From an optimization exercise on the open Yosys and OpenROAD flow, aimed at small area, a short achievable clock period and few clock cycles; shortcuts taken in it are not production practice.
For this run, only the layout was checked, not whether the RTL still works.
No activity file was given, so power comes from the tool's default toggle rates.

<file path="design/flow/config.mk">
export PLATFORM = sky130hd
export DESIGN_NAME = net_core
export DESIGN_NICKNAME = net_core
export VERILOG_FILES = /design/flow/design.v
export SDC_FILE = /design/flow/constraint.sdc
export NUM_CORES = 4
export LEC_CHECK = 0
export CAP_MARGIN = 20
export CORE_MARGIN = 2
export CORE_UTILIZATION = 55
export PLACE_DENSITY = 0.65
export SETUP_SLACK_MARGIN = 3.5
export SLEW_MARGIN = 20
</file>
<file path="design/flow/constraint.sdc">
create_clock -name core_clock -period 7.2 [get_ports {clk}]
set_input_delay 1.4400 -clock core_clock [delete_from_list [all_inputs] [get_ports {clk}]]
set_output_delay 1.4400 -clock core_clock [all_outputs]
set_load 0.01 [all_outputs]
</file>
<file path="design/flow/design.v">
package core_pkg;
    typedef enum logic [6-1:0] {
        OP_NOP   = 6'h00,
        OP_ADD   = 6'h01,
        OP_SUB   = 6'h02,
        OP_AND   = 6'h03,
        OP_OR    = 6'h04,
        OP_MOV   = 6'h05,
        OP_ADDI  = 6'h06,
        OP_BEQZ  = 6'h07,
        OP_BNEQZ = 6'h08,
        OP_JALR  = 6'h09,
        OP_DONE  = 6'h0A
    } opcode_e;
    typedef enum logic [1:0] {
        NET_PC    = 2'd0,
        NET_INSTR = 2'd1,
        NET_REG   = 2'd2,
        NET_NONE  = 2'd3
    } net_op_e;
    typedef enum logic {
        IDLE = 1'b0,
        RUN  = 1'b1
    } state_e;
    typedef struct packed {
        opcode_e                 opcode;
        logic [5-1:0]  rd;
        logic [5-1:0]  rs;
    } instr_reg_s;
    typedef struct packed {
        opcode_e                       opcode;
        logic [5-1:0]        rd;
        logic signed [5-1:0] imm;
    } instr_imm_s;
    typedef union packed {
        instr_reg_s r;
        instr_imm_s i;
    } instr_u;
endpackage
`timescale 1ns/100ps
module net_core (
    input  logic                      clk,
    input  logic                      n_reset,
    input  logic                      pkt_valid_i,
    input  logic [10-1:0] pkt_id_i,
    input  logic [1:0]                pkt_op_i,
    input  logic [8-1:0]  pkt_addr_i,
    input  logic [32-1:0]   pkt_data_i,
    output logic                      running_o,
    output logic                      exception_o,
    output logic                      trace_we_o,
    output logic [5-1:0]    trace_addr_o,
    output logic [32-1:0]   trace_data_o
);
    localparam logic [3:0] C_NOP  = 4'd0,  C_ADD  = 4'd1,  C_SUB  = 4'd2,
                           C_AND  = 4'd3,  C_OR   = 4'd4,  C_MOV  = 4'd5,
                           C_ADDI = 4'd6,  C_BEQZ = 4'd7,  C_BNEZ = 4'd8,
                           C_JALR = 4'd9,  C_DONE = 4'd10, C_JR   = 4'd11,
                           C_J    = 4'd12;
    localparam int NB = 4;   
    logic running_r;
    logic pkt_hit;
    logic start;
    logic reg_pkt;
    assign pkt_hit = pkt_valid_i && (pkt_id_i == 10'd1);
    assign start   = pkt_hit && !running_r && (pkt_op_i == 2'd0);
    assign reg_pkt = pkt_hit && !running_r && (pkt_op_i == 2'd2)
                     && (pkt_addr_i[7:5] == 3'd0) && (pkt_addr_i[4:0] != 5'd0);
    assign running_o = running_r;
    always_ff @(posedge clk)
    begin
        if (!n_reset)
            exception_o <= 1'b0;
        else if (pkt_hit && running_r && (pkt_op_i == 2'd0))
            exception_o <= 1'b1;
    end
    function automatic logic [13:0] encode(input logic [15:0] w);
        logic [3:0] c;
        logic       rd0;
        rd0 = (w[9:5] == 5'd0);
        case (w[15:10])
            6'h01:   c = rd0 ? C_NOP : C_ADD;
            6'h02:   c = rd0 ? C_NOP : C_SUB;
            6'h03:   c = rd0 ? C_NOP : C_AND;
            6'h04:   c = rd0 ? C_NOP : C_OR;
            6'h05:   c = rd0 ? C_NOP : C_MOV;
            6'h06:   c = rd0 ? C_NOP : C_ADDI;
            6'h07:   c = rd0 ? C_J   : C_BEQZ;
            6'h08:   c = rd0 ? C_NOP : C_BNEZ;
            6'h09:   c = rd0 ? C_JR  : C_JALR;
            6'h0A:   c = C_DONE;
            default: c = C_NOP;
        endcase
        encode = {c, w[9:0]};
    endfunction
    logic        iw_v;
    logic [7:0]  iw_a;
    logic [13:0] iw_d;
    always_ff @(posedge clk)
    begin
        if (!n_reset)
            iw_v <= 1'b0;
        else
            iw_v <= pkt_hit && !running_r && (pkt_op_i == 2'd1);
        iw_a <= pkt_addr_i;
        iw_d <= encode(pkt_data_i[15:0]);
    end
    logic [13:0] imem [0:255];
    logic [255:0] im_sel;
    logic [13:0]  im_rd;
    for (genvar i = 0; i < 256; i++)
    begin : g_im
        always_ff @(posedge clk)
        begin
            if (iw_v && (iw_a == i))
                imem[i] <= iw_d;
        end
    end
    always_comb
    begin
        for (int i = 0; i < 256; i++)
            im_sel[i] = pc_hi[i / 16] && pc_lo[i % 16];
        im_rd = 14'd0;
        for (int i = 0; i < 256; i++)
            im_rd = im_rd | ({14{im_sel[i]}} & imem[i]);
    end
    logic [7:0]  pc_r;
    logic [7:0]  pc_n;
    logic [15:0] pc_hi;          
    logic [15:0] pc_lo;          
    logic        fd_valid;
    logic [13:0] fd_ins;
    logic [7:0]  fd_pc;
    logic        fd_fold;
    logic        fd_ftype;       
    logic        fd_pnt;         
    logic [1:0]  fd_bidx;
    logic [3:0]  fd_bcnt;
    logic [7:0]  fd_btgt;
    logic        de_valid;
    logic        de_wr, de_alu, de_add, de_sub, de_and, de_or, de_mov, de_link;
    logic        de_beqz, de_bnez, de_j, de_jr, de_imm;
    logic [4:0]  de_rd;
    logic [4:0]  de_rs;
    logic [7:0]  de_pc;
    logic [7:0]  de_tgt;
    logic [7:0]  de_lnk;
    logic [31:0] de_a;
    logic [31:0] de_b;
    logic        de_fold;
    logic        de_ftype;
    logic        de_pnt;
    logic [1:0]  de_bidx;
    logic [3:0]  de_bcnt;
    logic        m_a;
    logic        m_b;
    logic [31:0] fw_a;           
    logic [31:0] fw_b;           
    logic        w_we;
    logic        w_alu;
    logic [4:0]  w_rd;
    logic [31:0] w_res;
    logic [7:0]  w_pc;
    assign trace_we_o   = w_we;
    assign trace_addr_o = w_rd;
    assign trace_data_o = w_res;
    logic [31:0] a, b;
    logic        a_zero;
    logic [31:0] addsub;
    logic [31:0] alu_res;
    logic        e_live;
    logic        br_taken;
    logic        redir_e;
    logic [7:0]  e_tgt;
    logic        res_zero;
    logic        fold_miss;
    logic        done_d;
    logic        kill_fd;
    function automatic logic sum_zero(input logic [31:0] x, input logic [31:0] y,
                                      input logic cin);
        sum_zero = ((x ^ y) == {x[30:0] | y[30:0], cin});
    endfunction
    assign a      = de_a | fw_a;
    assign b      = de_b | fw_b;
    assign a_zero = (a == 32'd0);
    assign addsub  = a + (b ^ {32{de_sub}}) + {31'd0, de_sub};
    assign alu_res = ({32{de_add}}  & addsub)
                   | ({32{de_and}}  & (a & b))
                   | ({32{de_or}}   & (a | b))
                   | ({32{de_mov}}  & b)
                   | ({32{de_link}} & {24'd0, de_lnk});
    assign res_zero = (de_add && sum_zero(a, b ^ {32{de_sub}}, de_sub))
                    || (de_and && ((a & b) == 32'd0))
                    || (de_or  && ((a | b) == 32'd0))
                    || (de_mov && (b == 32'd0));
    assign fold_miss = de_fold && ((de_ftype ? res_zero : !res_zero) == de_pnt);
    assign e_live   = de_valid;
    assign br_taken = (de_beqz && a_zero) || (de_bnez && !a_zero) || de_j;
    assign redir_e  = e_live && (br_taken || de_jr || fold_miss);
    assign e_tgt    = de_jr ? b[7:0] : de_tgt;
    assign done_d   = fd_valid && (fd_ins[13:10] == C_DONE) && !redir_e;
    assign kill_fd  = redir_e || done_d;
    always_ff @(posedge clk)
    begin
        if (!n_reset)
            w_we   <= 1'b0;
        else
            w_we   <= e_live && de_wr;
        w_alu   <= de_alu;
        w_rd    <= de_rd;
        w_res   <= alu_res;
        fw_a    <= alu_res & {32{m_a}};
        fw_b    <= alu_res & {32{m_b}};
        w_pc    <= de_pc;
    end
    always_ff @(posedge clk)
    begin
        if (!n_reset)
            running_r <= 1'b0;
        else if (start)
            running_r <= 1'b1;
        else if (done_d)
            running_r <= 1'b0;
    end
    logic [NB-1:0] bt_v;
    logic [7:0]    bt_tag [NB];
    logic [7:0]    bt_tgt [NB];
    logic [NB-1:0] bt_eq;
    logic [3:0]    bt_trip [NB];   
    logic [3:0]    bt_cnt [NB];    
    logic [1:0]    bt_rr;
    logic [NB-1:0] bt_hv;
    logic [NB-1:0] bt_last;
    logic          bt_hit;
    logic [7:0]    bt_hit_tgt;
    logic          bt_hit_type;
    logic          bt_pnt;
    logic [1:0]    bt_hit_idx;
    logic [3:0]    bt_hit_cnt;
    logic          bt_alloc;
    logic          bt_upd_f;
    logic          bt_upd_e;
    function automatic logic [3:0] sat_inc(input logic [3:0] c);
        sat_inc = (c == 4'hF) ? c : c + 4'd1;
    endfunction
    always_comb
    begin
        bt_hit      = 1'b0;
        bt_hit_tgt  = 8'd0;
        bt_hit_type = 1'b0;
        bt_pnt      = 1'b0;
        bt_hit_idx  = 2'd0;
        bt_hit_cnt  = 4'd0;
        for (int i = 0; i < NB; i++)
        begin
            bt_hv[i]   = bt_v[i] && (bt_tag[i] == pc_r);
            bt_last[i] = (bt_trip[i] != 4'd0) && (bt_cnt[i] == bt_trip[i]);
            if (bt_hv[i])
            begin
                bt_hit      = 1'b1;
                bt_hit_tgt  = bt_hit_tgt | bt_tgt[i];
                bt_hit_type = bt_hit_type | bt_eq[i];
                bt_pnt      = bt_pnt | bt_last[i];
                bt_hit_idx  = bt_hit_idx | 2'(i);
                bt_hit_cnt  = bt_hit_cnt | bt_cnt[i];
            end
        end
    end
    assign bt_alloc = e_live && (de_beqz || de_bnez) && br_taken
                      && w_we && w_alu && (w_pc + 8'd1 == de_pc) && (w_rd == de_rd);
    assign bt_upd_f = running_r && !kill_fd;
    assign bt_upd_e = e_live && fold_miss;
    always_ff @(posedge clk)
    begin
        if (!n_reset || iw_v)
            bt_v <= '0;
        else if (bt_alloc)
            bt_v[bt_rr] <= 1'b1;
        if (!n_reset)
            bt_rr <= '0;
        else if (bt_alloc)
            bt_rr <= bt_rr + 1'b1;
        for (int i = 0; i < NB; i++)
        begin
            if (bt_alloc && (bt_rr == i))
            begin
                bt_tag[i]  <= w_pc;
                bt_tgt[i]  <= de_tgt;
                bt_eq[i]   <= de_beqz;
                bt_trip[i] <= 4'd0;
                bt_cnt[i]  <= 4'd1;
            end
            else if (bt_upd_e && (de_bidx == i))
            begin
                if (!de_pnt)
                begin
                    bt_trip[i] <= (de_bcnt == 4'hF) ? 4'd0 : de_bcnt;
                    bt_cnt[i]  <= 4'd0;
                end
                else
                begin
                    bt_trip[i] <= 4'd0;
                    bt_cnt[i]  <= sat_inc(de_bcnt);
                end
            end
            else if (bt_upd_f && bt_hv[i])
                bt_cnt[i] <= bt_last[i] ? 4'd0 : sat_inc(bt_cnt[i]);
        end
    end
    always_comb
    begin
        if (!running_r)
            pc_n = pkt_addr_i;
        else if (redir_e)
            pc_n = e_tgt;
        else if (bt_hit)
            pc_n = bt_pnt ? pc_r + 8'd2 : bt_hit_tgt;
        else
            pc_n = pc_r + 8'd1;
    end
    always_ff @(posedge clk)
    begin
        pc_r <= pc_n;
        for (int i = 0; i < 16; i++)
        begin
            pc_hi[i] <= (pc_n[7:4] == i);
            pc_lo[i] <= (pc_n[3:0] == i);
        end
    end
    always_ff @(posedge clk)
    begin
        if (!n_reset)
            fd_valid <= 1'b0;
        else
            fd_valid <= running_r && !kill_fd;
        fd_ins   <= im_rd;
        fd_pc    <= pc_r;
        fd_fold  <= bt_hit;
        fd_ftype <= bt_hit_type;
        fd_pnt   <= bt_pnt;
        fd_bidx  <= bt_hit_idx;
        fd_bcnt  <= bt_hit_cnt;
        fd_btgt  <= bt_hit_tgt;
    end
    logic [1023:0] rf;           
    logic [3:0]  d_op;
    logic [4:0]  d_rd, d_rs;
    logic [31:0] d_rdv, d_rsv;
    assign d_op = fd_ins[13:10];
    assign d_rd = fd_ins[9:5];
    assign d_rs = fd_ins[4:0];
    assign rf[31:0] = 32'd0;
    for (genvar i = 1; i < 32; i++)
    begin : g_rf
        always_ff @(posedge clk)
        begin
            if (w_we && (w_rd == i))
                rf[32*i +: 32] <= w_res;
        end
    end
    function automatic logic [31:0] rf_read(input logic [4:0] ad);
        logic [31:0] v;
        v = 32'd0;
        for (int i = 1; i < 32; i++)
            v = v | ({32{ad == i}} & rf[32*i +: 32]);
        if (w_we && (w_rd == ad))
            rf_read = w_res;
        else
            rf_read = v;
    endfunction
    assign d_rdv = rf_read(d_rd);
    assign m_a = running_r && de_valid && de_wr && (de_rd == d_rd);
    assign m_b = running_r && de_valid && de_wr && (de_rd == d_rs) && (d_op != C_ADDI);
    assign d_rsv = rf_read(d_rs);
    always_ff @(posedge clk)
    begin
        if (!n_reset)
            de_valid <= 1'b0;
        else
            de_valid <= (fd_valid && !kill_fd) || reg_pkt;
        if (!running_r)
        begin
            de_wr   <= 1'b1;
            de_alu  <= 1'b0;
            de_add  <= 1'b0;
            de_sub  <= 1'b0;
            de_and  <= 1'b0;
            de_or   <= 1'b0;
            de_mov  <= 1'b1;
            de_link <= 1'b0;
            de_beqz <= 1'b0;
            de_bnez <= 1'b0;
            de_j    <= 1'b0;
            de_jr   <= 1'b0;
            de_imm  <= 1'b1;
            de_rd   <= pkt_addr_i[4:0];
            de_b    <= pkt_data_i;
            de_fold <= 1'b0;
        end
        else
        begin
            de_wr   <= (d_op >= C_ADD && d_op <= C_ADDI) || d_op == C_JALR;
            de_alu  <= (d_op >= C_ADD && d_op <= C_ADDI);
            de_add  <= d_op == C_ADD || d_op == C_SUB || d_op == C_ADDI;
            de_sub  <= d_op == C_SUB;
            de_and  <= d_op == C_AND;
            de_or   <= d_op == C_OR;
            de_mov  <= d_op == C_MOV;
            de_link <= d_op == C_JALR;
            de_beqz <= d_op == C_BEQZ;
            de_bnez <= d_op == C_BNEZ;
            de_j    <= d_op == C_J;
            de_jr   <= d_op == C_JALR || d_op == C_JR;
            de_imm  <= d_op == C_ADDI;
            de_rd   <= d_rd;
            de_b    <= (d_op == C_ADDI) ? {{27{d_rs[4]}}, d_rs} : (m_b ? 32'd0 : d_rsv);
            de_fold <= fd_fold;
        end
        de_rs    <= d_rs;
        de_pc    <= fd_pc;
        de_tgt   <= fd_fold ? (fd_pnt ? fd_btgt : fd_pc + 8'd2)
                            : fd_pc + {{3{d_rs[4]}}, d_rs};
        de_lnk   <= fd_pc + 8'd1;
        de_a     <= m_a ? 32'd0 : d_rdv;
        de_ftype <= fd_ftype;
        de_pnt   <= fd_pnt;
        de_bidx  <= fd_bidx;
        de_bcnt  <= fd_bcnt;
    end
endmodule
</file>
<file path="design/flow/run.sh">
#!/bin/bash
# synth_recipe.tcl (not shown) runs the flow's synth.tcl, then flattens the netlist and writes it again
# the make line also repeats each setting of config.mk as NAME=value (left out here)
make -C /OpenROAD-flow-scripts/flow DESIGN_CONFIG=/design/flow/config.mk WORK_HOME=/design/flow/orfs CLKGATE_MAP_FILE= SYNTH_SCRIPT=/design/flow/synth_recipe.tcl finish
</file>
==> run notes <==
## how the worst min path moves through the flow
stage / startpoint / endpoint / slack (ns)
2_1_floorplan: fd_bcnt[0] / de_bcnt[0] / 0.31
3_3_place_gp: fd_bcnt[1] / de_bcnt[1] / 0.32
3_5_place_dp: fd_bidx[0] / de_bidx[0] / 0.31
4_1_cts: fd_bidx[0] / de_bidx[0] / 0.33
## power by group through the flow
stage	Combinational, uW	Clock [uW]	Sequential (uW)
after floorplan	2410	0	32900
after global placement	5620	0	32900
after CTS	5880	26200	32300
after detailed placement	5410	0	33000
## cells by family after synthesis
kind of cell,Yosys count,share of synthesized area (%)
AOI/OAI and AO/OA,3266,14.1
xor gates and xnor gates,194,0.898
adders and majority gates,87,0.578
buffers and inverters,1011,2.01
DFF,5013,76.9
muxes,32,0.173
and+or+nand+nor,1965,5.33
## routing by layer
metal | GRT usage [%] | GRT overflow
met1 | 76.9 | 0
met2 | 87.7 | 12
met3 | 68.3 | 1
met4 | 72.3 | 10
met5 | 48.7 | 0
## through the flow
stage	worst slack (ns)	utilization, %	area [um^2]	cells
after floorplan	3.51	-	191000	11600
after global placement	1.15	59.0	204000	16300
after detailed placement	1.46	59.2	205000	16400
after CTS	3.29	64.8	224000	17400
## timing repair
action / 4_1_cts
endpoints found under the setup margin: 274
cloned: 3
gates resized for setup: 514
setup buffers: 77
pin swaps: 89
==> metrics.md <==
| Metric | Value |
|---|---|
| Port Buf Inserts | 94 |
| Total clock buffers created by CTS | 483 |
| Number of synthesized flops with an enable pin | 4,644 |
| Number of global-route vias before repair | 157,000 |
| Main area contributors after synthesis | sky130_fd_sc_hd__edfxtp_1, sky130_fd_sc_hd__a221oi_1, sky130_fd_sc_hd__a22o_1 |
| Number of warnings printed during yosys synthesis | 6 |
| First-pass GRT wire length | 1,720,000 um |
| Distinct cell type count of the synthesized netlist | 86 |
| Most instantiated cells after synthesis | sky130_fd_sc_hd__edfxtp_1, sky130_fd_sc_hd__a221oi_1, sky130_fd_sc_hd__a22o_1 |
| Stage at which the run stopped | global routing |
| Cell with the most instances after synthesis | sky130_fd_sc_hd__edfxtp_1 |
| Number of ports placed on the die boundary | 95 |
| Clock Tree Root | sky130_fd_sc_hd__clkbuf_16 |
| Die height | 593 um |
| Post-synthesis sequential element count | 5,013 |
| Max H-tree Level | 5 |
| Gate Count Post-Synth | 11,600 |
| Run status | did not finish |
| Synthesized area per cell | 16.5 um^2 |
| Starting Density | 55.2% |
| Horizontal die dimension | 593 um |
| FFs w/ async S/R, synth | 0% |
| Synthesized area | 191,000 um^2 |
| Post-DP HPWL | 821,000 um |
| Synthesized Nets | 11,700 |
| Cell taking the most area after synthesis | sky130_fd_sc_hd__edfxtp_1 |
| Error message | [ERROR GRT-0116] Global routing finished with congestion. Check the congestion regions in the DRC Viewer. |
| Global-route total usage across every layer | 76.7% |
| Max Root-Sink Buffers | 4 |
| Count of hold-fix buffers inserted at cts | 0 |
| Total number of clock tree sinks | 5,013 |
| Maximum number of pins on one net before global-route repair | 169 |
| Final global-route overflow total | 23 |
| Share of the yosys chip area belonging to registers | 76.9% |
| Gpl congestion | 1.34 |
| Proportion of netlist area held by the largest area contributor | 73.1% |
| Count of standard-cell rows | 216 |
| Most used flip-flop cell after synthesis | sky130_fd_sc_hd__edfxtp_1 |
